Background: an optimization exercise with open tools, aiming at small area, a short achievable clock period and few clock cycles. Do not read the settings as production practice. For this run, only the layout was checked, not whether the RTL still works. No activity file was given, so power comes from the tool's default toggle rates.

### flow/config.mk
export PLATFORM = sky130hd
export DESIGN_NAME = mp_seq_core
export DESIGN_NICKNAME = mp_seq_core
export VERILOG_FILES = /design/flow/design.v
export SDC_FILE = /design/flow/constraint.sdc
export NUM_CORES = 4
export LEC_CHECK = 0
export CAP_MARGIN = 20
export CORE_MARGIN = 2
export CORE_UTILIZATION = 40
export GPL_ROUTABILITY_DRIVEN = 1
export GPL_TIMING_DRIVEN = 1
export PLACE_DENSITY = 0.55
export SETUP_SLACK_MARGIN = 5.0
export SLEW_MARGIN = 20
### flow/constraint.sdc
create_clock -name core_clock -period 9.0 [get_ports {clk}]
set_input_delay 1.8000 -clock core_clock [delete_from_list [all_inputs] [get_ports {clk}]]
set_output_delay 1.8000 -clock core_clock [all_outputs]
set_load 0.01 [all_outputs]
### flow/design.v
`default_nettype none
module mp_seq_core (
  input  wire logic          clk,
  input  wire logic          rst,
  input  wire logic          bus_sel,
  input  wire logic          bus_wr,
  input  wire logic [15:0]   bus_addr,
  input  wire logic [31:0]   bus_din,
  output logic [31:0]        bus_dout,
  output logic               o_interrupt_out
);
  localparam logic [3:0] c_op_nop  = 4'h0;
  localparam logic [3:0] c_op_add  = 4'h1;
  localparam logic [3:0] c_op_sub  = 4'h2;
  localparam logic [3:0] c_op_and  = 4'h3;
  localparam logic [3:0] c_op_or   = 4'h4;
  localparam logic [3:0] c_op_xor  = 4'h5;
  localparam logic [3:0] c_op_mul  = 4'h6;
  localparam logic [3:0] c_op_halt = 4'hF;
  logic [31:0] r_inst [16];
  logic [31:0] r_data [16];
  logic [15:0] r_iv;           
  logic [15:0] r_dv;           
  logic [3:0]  r_pc;
  logic        r_int_en;
  logic        r_done;
  logic        r_err;
  logic        r_busy;
  logic        r_n;
  logic        r_z;
  logic [3:0]  r_fidx;         
  logic        r_fstop;        
  logic        r_rv;           
  logic [15:0] r_ir;           
  logic        r_e_alu;        
  logic        r_e_mul;        
  logic        r_e_sub, r_e_and, r_e_or, r_e_xor;
  logic        r_wr_now;       
  logic [15:0] r_we1h;         
  logic [3:0]  r_edst;
  logic [31:0] r_oa;
  logic [31:0] r_ob;           
  logic [1:0]  r_mph;          
  logic [31:0] r_acc_s;
  logic [31:0] r_acc_c;
  logic [10:0] r_low_s;        
  logic [10:0] r_low_c;
  logic        r_acc_ci;
  logic [21:0] r_plo;          
  logic w_bus_wr, w_bus_rd;
  logic w_inst_hit, w_data_hit;
  logic w_start, w_status_clr;
  logic [31:0] w_rd_data;
  logic [31:0] w_inst_rd, w_data_rd;
  assign w_bus_wr   = bus_sel & bus_wr;
  assign w_bus_rd   = bus_sel & ~bus_wr;
  assign w_inst_hit = (bus_addr[15:4] == 12'h010);
  assign w_data_hit = (bus_addr[15:4] == 12'h020);
  assign w_start      = w_bus_wr && (bus_addr == 16'h0000) && bus_din[0] && !r_busy;
  assign w_status_clr = w_bus_wr && (bus_addr == 16'h0002) && bus_din[0];
  assign w_inst_rd = r_iv[bus_addr[3:0]] ? r_inst[bus_addr[3:0]] : 32'd0;
  assign w_data_rd = r_dv[bus_addr[3:0]] ? r_data[bus_addr[3:0]] : 32'd0;
  always_comb begin
    w_rd_data = '0;
    if (bus_addr == 16'h0001) begin
      w_rd_data = {31'd0, r_int_en};
    end else if (bus_addr == 16'h0002) begin
      w_rd_data = {27'd0, r_n, r_z, r_err, r_busy, r_done};
    end else if (bus_addr == 16'h0003) begin
      w_rd_data = {28'd0, r_pc};
    end else if (w_inst_hit) begin
      w_rd_data = w_inst_rd;
    end else if (w_data_hit) begin
      w_rd_data = w_data_rd;
    end
  end
  assign o_interrupt_out = r_done & r_int_en;
  logic        w_e_alu, w_e_mul;
  logic        w_mul_acc, w_mul_wr;
  logic        w_e_free;       
  logic [31:0] w_addsub;
  logic [31:0] w_alu_res;
  assign w_e_alu   = r_e_alu;
  assign w_e_mul   = r_e_mul;
  assign w_mul_acc = r_e_mul && !r_wr_now;
  assign w_mul_wr  = r_e_mul && r_wr_now;
  assign w_e_free  = !w_e_mul || w_mul_wr;
  assign w_addsub = r_oa + (r_e_sub ? ~r_ob : r_ob) + {31'd0, r_e_sub};
  always_comb begin
    if (r_e_and)      w_alu_res = r_oa & r_ob;
    else if (r_e_or)  w_alu_res = r_oa | r_ob;
    else if (r_e_xor) w_alu_res = r_oa ^ r_ob;
    else              w_alu_res = w_addsub;
  end
  logic [42:0] pp [11];
  logic [42:0] r11, r12;
  logic [42:0] a0s, a0c, a1s, a1c, a2s, a2c, a3s, a3c;
  logic [42:0] b0s, b0c, b1s, b1c, b2s, b2c;
  logic [42:0] c0s, c0c, c1s, c1c;
  logic [42:0] d0s, d0c;
  logic [42:0] e0s, e0c;
  logic [11:0] w_low;
  logic [42:0] w_fin;
  logic [31:0] w_lo, w_hi;
  always_comb begin
    for (int i = 0; i < 11; i++) begin
      pp[i] = {11'd0, r_oa & {32{r_ob[i]}}} << i;
    end
  end
  assign r11 = {11'd0, r_acc_s};
  assign r12 = {11'd0, r_acc_c};
  assign a0s = pp[0] ^ pp[1] ^ pp[2];
  assign a0c = {((pp[0] & pp[1]) | (pp[0] & pp[2]) | (pp[1] & pp[2])), 1'b0};
  assign a1s = pp[3] ^ pp[4] ^ pp[5];
  assign a1c = {((pp[3] & pp[4]) | (pp[3] & pp[5]) | (pp[4] & pp[5])), 1'b0};
  assign a2s = pp[6] ^ pp[7] ^ pp[8];
  assign a2c = {((pp[6] & pp[7]) | (pp[6] & pp[8]) | (pp[7] & pp[8])), 1'b0};
  assign a3s = pp[9] ^ pp[10] ^ r11;
  assign a3c = {((pp[9] & pp[10]) | (pp[9] & r11) | (pp[10] & r11)), 1'b0};
  assign b0s = a0s ^ a0c ^ a1s;
  assign b0c = {((a0s & a0c) | (a0s & a1s) | (a0c & a1s)), 1'b0};
  assign b1s = a1c ^ a2s ^ a2c;
  assign b1c = {((a1c & a2s) | (a1c & a2c) | (a2s & a2c)), 1'b0};
  assign b2s = a3s ^ a3c ^ r12;
  assign b2c = {((a3s & a3c) | (a3s & r12) | (a3c & r12)), 1'b0};
  assign c0s = b0s ^ b0c ^ b1s;
  assign c0c = {((b0s & b0c) | (b0s & b1s) | (b0c & b1s)), 1'b0};
  assign c1s = b1c ^ b2s ^ b2c;
  assign c1c = {((b1c & b2s) | (b1c & b2c) | (b2s & b2c)), 1'b0};
  assign d0s = c0s ^ c0c ^ c1s;
  assign d0c = {((c0s & c0c) | (c0s & c1s) | (c0c & c1s)), 1'b0};
  assign e0s = d0s ^ d0c ^ c1c;
  assign e0c = {((d0s & d0c) | (d0s & c1c) | (d0c & c1c)), 1'b0};
  assign w_low = {1'b0, r_low_s} + {1'b0, r_low_c} + {11'd0, r_acc_ci};
  assign w_fin = {r_acc_s, r_low_s} + {r_acc_c, r_low_c} + {42'd0, r_acc_ci};
  assign w_lo  = {w_fin[9:0], r_plo};
  assign w_hi  = w_fin[41:10];
  logic        w_e_we;
  logic [15:0] w_core_we;
  logic [31:0] w_lo_hi_e, w_lo_hi_o;
  logic [15:0] w_inst_we, w_data_we;
  logic [31:0] w_wdata_e, w_wdata_o;
  always_comb begin
    for (int i = 0; i < 16; i++) begin
      w_core_we[i] = r_wr_now && r_we1h[i];
      w_inst_we[i] = w_bus_wr && !r_busy && w_inst_hit && (bus_addr[3:0] == 4'(i));
      w_data_we[i] = r_busy ? w_core_we[i]
                            : (w_bus_wr && w_data_hit && (bus_addr[3:0] == 4'(i)));
    end
  end
  assign w_lo_hi_e = r_edst[0] ? w_hi : w_lo;
  assign w_lo_hi_o = r_edst[0] ? w_lo : w_hi;
  assign w_wdata_e = !r_busy ? bus_din : (w_mul_wr ? w_lo_hi_e : w_alu_res);
  assign w_wdata_o = !r_busy ? bus_din : (w_mul_wr ? w_lo_hi_o : w_alu_res);
  logic [3:0]  w_rop, w_rs1, w_rs2;
  logic [31:0] w_s1, w_s2;
  logic [3:0]  w_rdst;
  logic        w_r_alu;
  assign w_rop   = r_ir[15:12];
  assign w_rdst  = r_ir[11:8];
  assign w_r_alu = (w_rop >= c_op_add) && (w_rop <= c_op_xor);
  assign w_rs1 = r_ir[7:4];
  assign w_rs2 = r_ir[3:0];
  assign w_s1 = w_core_we[w_rs1] ? (w_rs1[0] ? w_wdata_o : w_wdata_e) :
                (r_dv[w_rs1] ? r_data[w_rs1] : 32'd0);
  assign w_s2 = w_core_we[w_rs2] ? (w_rs2[0] ? w_wdata_o : w_wdata_e) :
                (r_dv[w_rs2] ? r_data[w_rs2] : 32'd0);
  logic [31:0] w_fword;
  logic [15:0] w_fir;
  logic [3:0]  w_fop;
  logic        w_f_term, w_f_ill;
  logic        w_r_move;       
  logic        w_f_load;       
  logic        w_end_now;
  assign w_fword  = r_iv[r_fidx] ? r_inst[r_fidx] : 32'd0;
  assign w_fir    = {w_fword[31:28], w_fword[19:16], w_fword[11:8], w_fword[3:0]};
  assign w_fop    = w_fir[15:12];
  assign w_f_term = (w_fop > c_op_mul);
  assign w_f_ill  = w_f_term && (w_fop != c_op_halt);
  assign w_r_move  = r_busy && w_e_free;
  assign w_f_load  = w_start || (r_busy && !r_fstop && (w_e_free || !r_rv));
  assign w_end_now = r_busy && r_fstop && !r_rv && w_e_free;
  always_ff @(posedge clk or posedge rst) begin
    if (rst) begin
      r_iv      <= '0;
      r_dv      <= '0;
      r_pc      <= '0;
      r_int_en  <= 1'b0;
      r_done    <= 1'b0;
      r_err     <= 1'b0;
      r_busy    <= 1'b0;
      r_n       <= 1'b0;
      r_z       <= 1'b0;
      r_fidx    <= '0;
      r_fstop   <= 1'b0;
      r_rv      <= 1'b0;
      r_e_alu   <= 1'b0;
      r_e_mul   <= 1'b0;
      r_wr_now  <= 1'b0;
      r_mph     <= '0;
      r_acc_s   <= '0;
      r_acc_c   <= '0;
      r_acc_ci  <= 1'b0;
      bus_dout  <= '0;
    end else begin
      if (w_bus_rd) begin
        bus_dout <= w_rd_data;
      end
      if (w_bus_wr && (bus_addr == 16'h0001)) begin
        r_int_en <= bus_din[0];
      end
      r_iv <= r_iv | w_inst_we;
      r_dv <= r_dv | w_data_we;
      if (w_status_clr) begin
        r_done <= 1'b0;
        r_err  <= 1'b0;
      end
      if (w_start) begin
        r_busy  <= 1'b1;
        r_fstop <= 1'b0;
      end else if (w_end_now) begin
        r_busy  <= 1'b0;
        r_done  <= 1'b1;
      end
      if (w_f_load) begin
        if (w_f_term) begin
          r_fstop <= 1'b1;
          r_rv    <= 1'b0;
          r_pc    <= w_start ? 4'd0 : r_fidx;
          r_fidx  <= '0;
          if (w_f_ill) begin
            r_err <= 1'b1;
          end
        end else begin
          r_rv   <= 1'b1;
          r_fidx <= w_start ? 4'd1 : r_fidx + 4'd1;
          if (!w_start && r_fidx == 4'hF) begin
            r_fstop <= 1'b1;
            r_pc    <= 4'd0;
            r_fidx  <= '0;
          end
        end
      end else if (w_r_move) begin
        r_rv <= 1'b0;
      end
      if (w_r_move) begin
        r_e_alu  <= r_rv && w_r_alu;
        r_e_mul  <= r_rv && (w_rop == c_op_mul);
        r_wr_now <= r_rv && w_r_alu;
      end else if (w_mul_acc && r_mph == 2'd2) begin
        r_wr_now <= 1'b1;
      end
      if (w_e_alu) begin
        r_n <= w_alu_res[31];
        r_z <= (w_alu_res == 32'd0);
      end
      if (w_mul_acc) begin
        r_acc_s  <= e0s[42:11];
        r_acc_c  <= e0c[42:11];
        r_acc_ci <= (r_mph == 2'd0) ? 1'b0 : w_low[11];
        if (r_mph == 2'd0) begin
          r_z <= (r_oa == 32'd0) || (r_ob == 32'd0);
        end
      end
      if (w_mul_wr) begin
        r_acc_s  <= '0;
        r_acc_c  <= '0;
        r_acc_ci <= 1'b0;
        r_n      <= w_hi[31];
      end
      if (w_e_mul) begin
        r_mph <= r_mph + 2'd1;
      end
    end
  end
  always_ff @(posedge clk) begin
    if (w_f_load && !w_f_term) begin
      r_ir <= w_fir;
    end
    if (w_r_move) begin
      r_e_sub <= (w_rop == c_op_sub);
      r_e_and <= (w_rop == c_op_and);
      r_e_or  <= (w_rop == c_op_or);
      r_e_xor <= (w_rop == c_op_xor);
      r_edst  <= r_ir[11:8];
      for (int i = 0; i < 16; i++) begin
        r_we1h[i] <= (w_rdst == 4'(i)) || ((w_rop == c_op_mul) && (w_rdst + 4'd1 == 4'(i)));
      end
      r_oa   <= w_s1;
      r_ob   <= w_s2;
    end else if (w_mul_acc) begin
      r_ob   <= {11'd0, r_ob[31:11]};
    end
    if (w_mul_acc) begin
      r_low_s <= e0s[10:0];
      r_low_c <= e0c[10:0];
      if (r_mph != 2'd0) begin
        r_plo <= {w_low[10:0], r_plo[21:11]};
      end
    end
    for (int i = 0; i < 16; i++) begin
      if (w_inst_we[i]) begin
        r_inst[i] <= bus_din;
      end
      if (w_data_we[i]) begin
        r_data[i] <= i[0] ? w_wdata_o : w_wdata_e;
      end
    end
  end
endmodule
`default_nettype wire
### flow/run.sh
#!/bin/bash
# synth_recipe.tcl (not shown) runs the flow's synth.tcl, then flattens the netlist and writes it again
# the make line also repeats each setting of config.mk as NAME=value (left out here)
make -C /OpenROAD-flow-scripts/flow DESIGN_CONFIG=/design/flow/config.mk WORK_HOME=/design/flow/orfs CLKGATE_MAP_FILE= SYNTH_SCRIPT=/design/flow/synth_recipe.tcl finish
==> key figures <==
CTS
  • Total CTS buffers: approximately 150
  • Clock Sink Count: 1317
  • Clk latency of the worst-skew pair: about 0.83 ns
  • Clock-pin slew on the worst setup and hold paths: roughly 0.060 ns
  • TritonCTS clock tree: built
  • Hold-fix buffer count after cts: 0
  • Clock root cell: clkbuf_16
  • Htree depth: 4
  • CTS Buffer Depth: 3

Synth
  • Synth Instances: 6532
  • Synthesized area: 0.0754 mm2
  • Post-synth EDFFs: 1167
  • Flops & latches, synth: about 1300
  • Ys flop type: edfxtp_1
  • Ys Warns: 4
  • Ys async rst share: a little under an eighth
  • Syn_area_per_cell: between 10 and 15 um2
  • Register area share after synthesis: 51.5%
  • Mapped Nets: 7114
  • Netlist cell types: around 100

Setup path
  • WP data arrival: a little under 5 ns
  • Critical path class: input pin to flop
  • Crit Path Max Fanout: 34
  • CP required: 9.69 ns
  • CP Capture Type: flop
  • Crit start category: input pin

Timing
  • Hold WS: ~0.46 ns
  • Setup_tns: 0 ns
  • Fin. max-slew vios: 0
  • Final worst slack: roughly 4.9 ns
  • Setup Skew: about 0.057 ns
  • Final Hold Vio Count: 0
  • Measured slew at the worst slew-check pin: ~1.3 ns
  • Slew headroom: approximately 14%
  • FMAX: 242 MHz
  • RSZ-0062 raised after global routing: yes
  • Min cycle time layout: between 4 and 5 ns
  • Tcrit/Tclk final: 45.9%
  • Setup violations, final: 0

Drt
  • Via count: ~67000
  • DRC viols: 0
  • Detailed Routing Iterations Pass 1: 16
  • Routed Wire Length: around 380 mm
  • Vias/cell: just over 7
  • Antenna violation net count after detailed routing: 0
  • Per-cell routed wire length: between 30 and 40 um
  • Starting DRT DRC Count: approximately 13000

GRT
  • Gr ovfl total: 0
  • Largest net degree at the start of global routing: between 100 and 150
  • GRT Total Usage: between 30% and 40%
  • Number of global-route vias before repair: 63400
  • Initial antenna violation count: 26
  • First-pass GRT wire length: 509 mm

Die
  • Core area: 0.187 mm2
  • DIE WIDTH: roughly 440 um
  • Starting Density: around two fifths
  • Die height: 438 um
  • Total die area: 0.192 mm2
  • Rows: 159
  • Ports: 85

Power and ir drop
  • Maximum vdd drop: between 0.15 and 0.2 mV
  • Pwr Density: roughly 150 mW/mm2
  • Pleak: approximately 32 nW

Place
  • I/O Buffers: 84
  • Place WS: approximately 3 ns
  • Area post-placement: between 0.08 and 0.09 mm2
  • GPL Wtd Cong: 0.996
  • DP Wirelength: around 220 mm

Run
  • Max_cap viols: 0

Cells and area
  • Fin area: about 0.090 mm2
  • Commonest non-fill, non-tap cell in the layout: edfxtp_1
  • Area Overhead vs Synth: 19.4%
  • Most frequent cells in the layout: edfxtp_1, a22oi_1, inv_1
  • Fillers: about 17000
  • Layout cell share with drive strength beyond 1: ~18%
  • Fin nets: ~7400

Run status
  • Outcome: no timing/DRC/antenna violations

Hold path
  • HP Class: flop to flop
## path summary, 6_finish.rpt
check | start | endpoint | slack (ns) | cells after the start
max in group asynchronous | rst | r_acc_c[28] | 6.16 | 3
min reg2reg | r_mph[0] | r_mph[0] | 0.46 | 1
min in group asynchronous | rst | r_iv[11] | 1.49 | 2
min | r_mph[0] | r_mph[0] | 0.46 | 1
max | bus_addr[2] | bus_dout[31] | 4.87 | 10
max reg2reg | r_e_sub | r_z | 4.91 | 17
## state kept, by name, summed over array words and instances (netlist names), 2 cells and up
register and count:
r_plo 22, r_pc 4, r_ob 32, r_inst 512, r_fidx 4, r_ir 16, r_low_c 9, r_iv 16
r_oa 32, bus_dout 32, r_data 512, r_mph 2, r_acc_c 32, r_dv 16, r_we1h 16, r_low_s 11
r_acc_s 32
## worst max-delay path: stages
cell,delay (ns)
clkdlybuf4s15_2,0.42
nand2_2,0.43
nor3_2,0.08
clkbuf_8,0.34
a22o_1,0.34
a221oi_1,0.26
nand3_1,0.12
o22ai_1,0.56
o22ai_1,0.19
a22o_1,0.23
## power breakdown
group	internal, mW	switching [mW]
Sequential	6.64	0.0000918
Combinational	0.143	0.417
Clock	3.44	2.78
Total	10.2	3.20
## cells by family after synthesis
kind of cell | after synthesis | synth area share (%)
and+or+nand+nor | 1387 | 8.74
DFF | 1317 | 51.5
muxes | 67 | 1.49
AOI/OAI and AO/OA | 2095 | 19.8
adders and majority gates | 530 | 12.2
buffers and inverters | 1044 | 5.25
xor gates and xnor gates | 92 | 1.07
## final cells by class
class                      count  area (um2)  area share, %
timing repair buffer         532        5330           5.93
clock inverter                95        1070           1.19
sequential                  1317       38800           43.1
antenna                        9        22.5         0.0250
tap                         2495        3120           3.47
clock buffer                 178        3880           4.32
inverter                     596        2370           2.63
multi-input combinational   4182       35400           39.3
## synthesized netlist by cell type (all sizes together), types with 174 or more instances
cell / count / area share (%)
edfxtp: 1167 / 46
a22oi: 760 / 7.6
inv: 585 / 2.9
nor2: 440 / 2.2
clkbuf: 363 / 1.8
fa: 339 / 9.0
nand2: 333 / 1.7
a21oi: 302 / 2.0
o22ai: 241 / 2.0
ha: 191 / 3.2
nand4: 181 / 1.5
a22o: 179 / 2.1
o21ai: 174 / 1.2
## through the flow
step	power [mW]	util (%)	cells
6_report	13.4	48.0	9404
3_5_place_dp	7.25	42.7	8871
4_1_cts	13.4	47.0	9308
3_3_place_gp	7.25	42.7	8869
5_1_grt	13.7	48.0	9396
2_1_floorplan	6.95	-	6532
## timing repair
action / in CTS / in global routing
cloned: 21 / 2
gates resized for setup: 289 / 257
endpoints found under the setup margin: 1255 / 711
pin swaps: 53 / 77
setup buffers: 143 / 83
## routing by layer
| metal | share of wire, % | GRT usage, % | vias to the layer above |
|---|---|---|---|
| met5 | 0.12 | 0 | - |
| met4 | 8.0 | 23.0 | 34 |
| met3 | 15 | 15.5 | 1688 |
| met2 | 41 | 54.0 | 6289 |
| met1 | 36 | 47.9 | 33100 |
| li1 | - | - | 25500 |

-- static timing again, ports no longer ideal --
The results above use ideal ports. As a check the final layout listed here was re-extracted and re-timed, cells and wires unchanged.
Step 1, drivers: a clkbuf_16 drives clk and a buf_2 each remaining input, both assumed.
Step 2, shift: input delay + t, output delay - t, t = (earliest + latest rising clock arrival at the registers) / 2. This alone moves slack from input paths to output paths.
Three values: ideal, step 1, step 2; two values: the first two.
shift t [ns]: 0.890
setup WS [ns]: 4.872 / 4.910 / 4.032
worst setup path after step 2: input to register
latest minus earliest clock arrival (ns): 0.063 / 0.064
cell pins on the clock port's net: 1
After both steps setup and hold are still met in this run. The setup slack of this run moves by +0.038 ns with the drivers and by -0.840 ns with both steps.
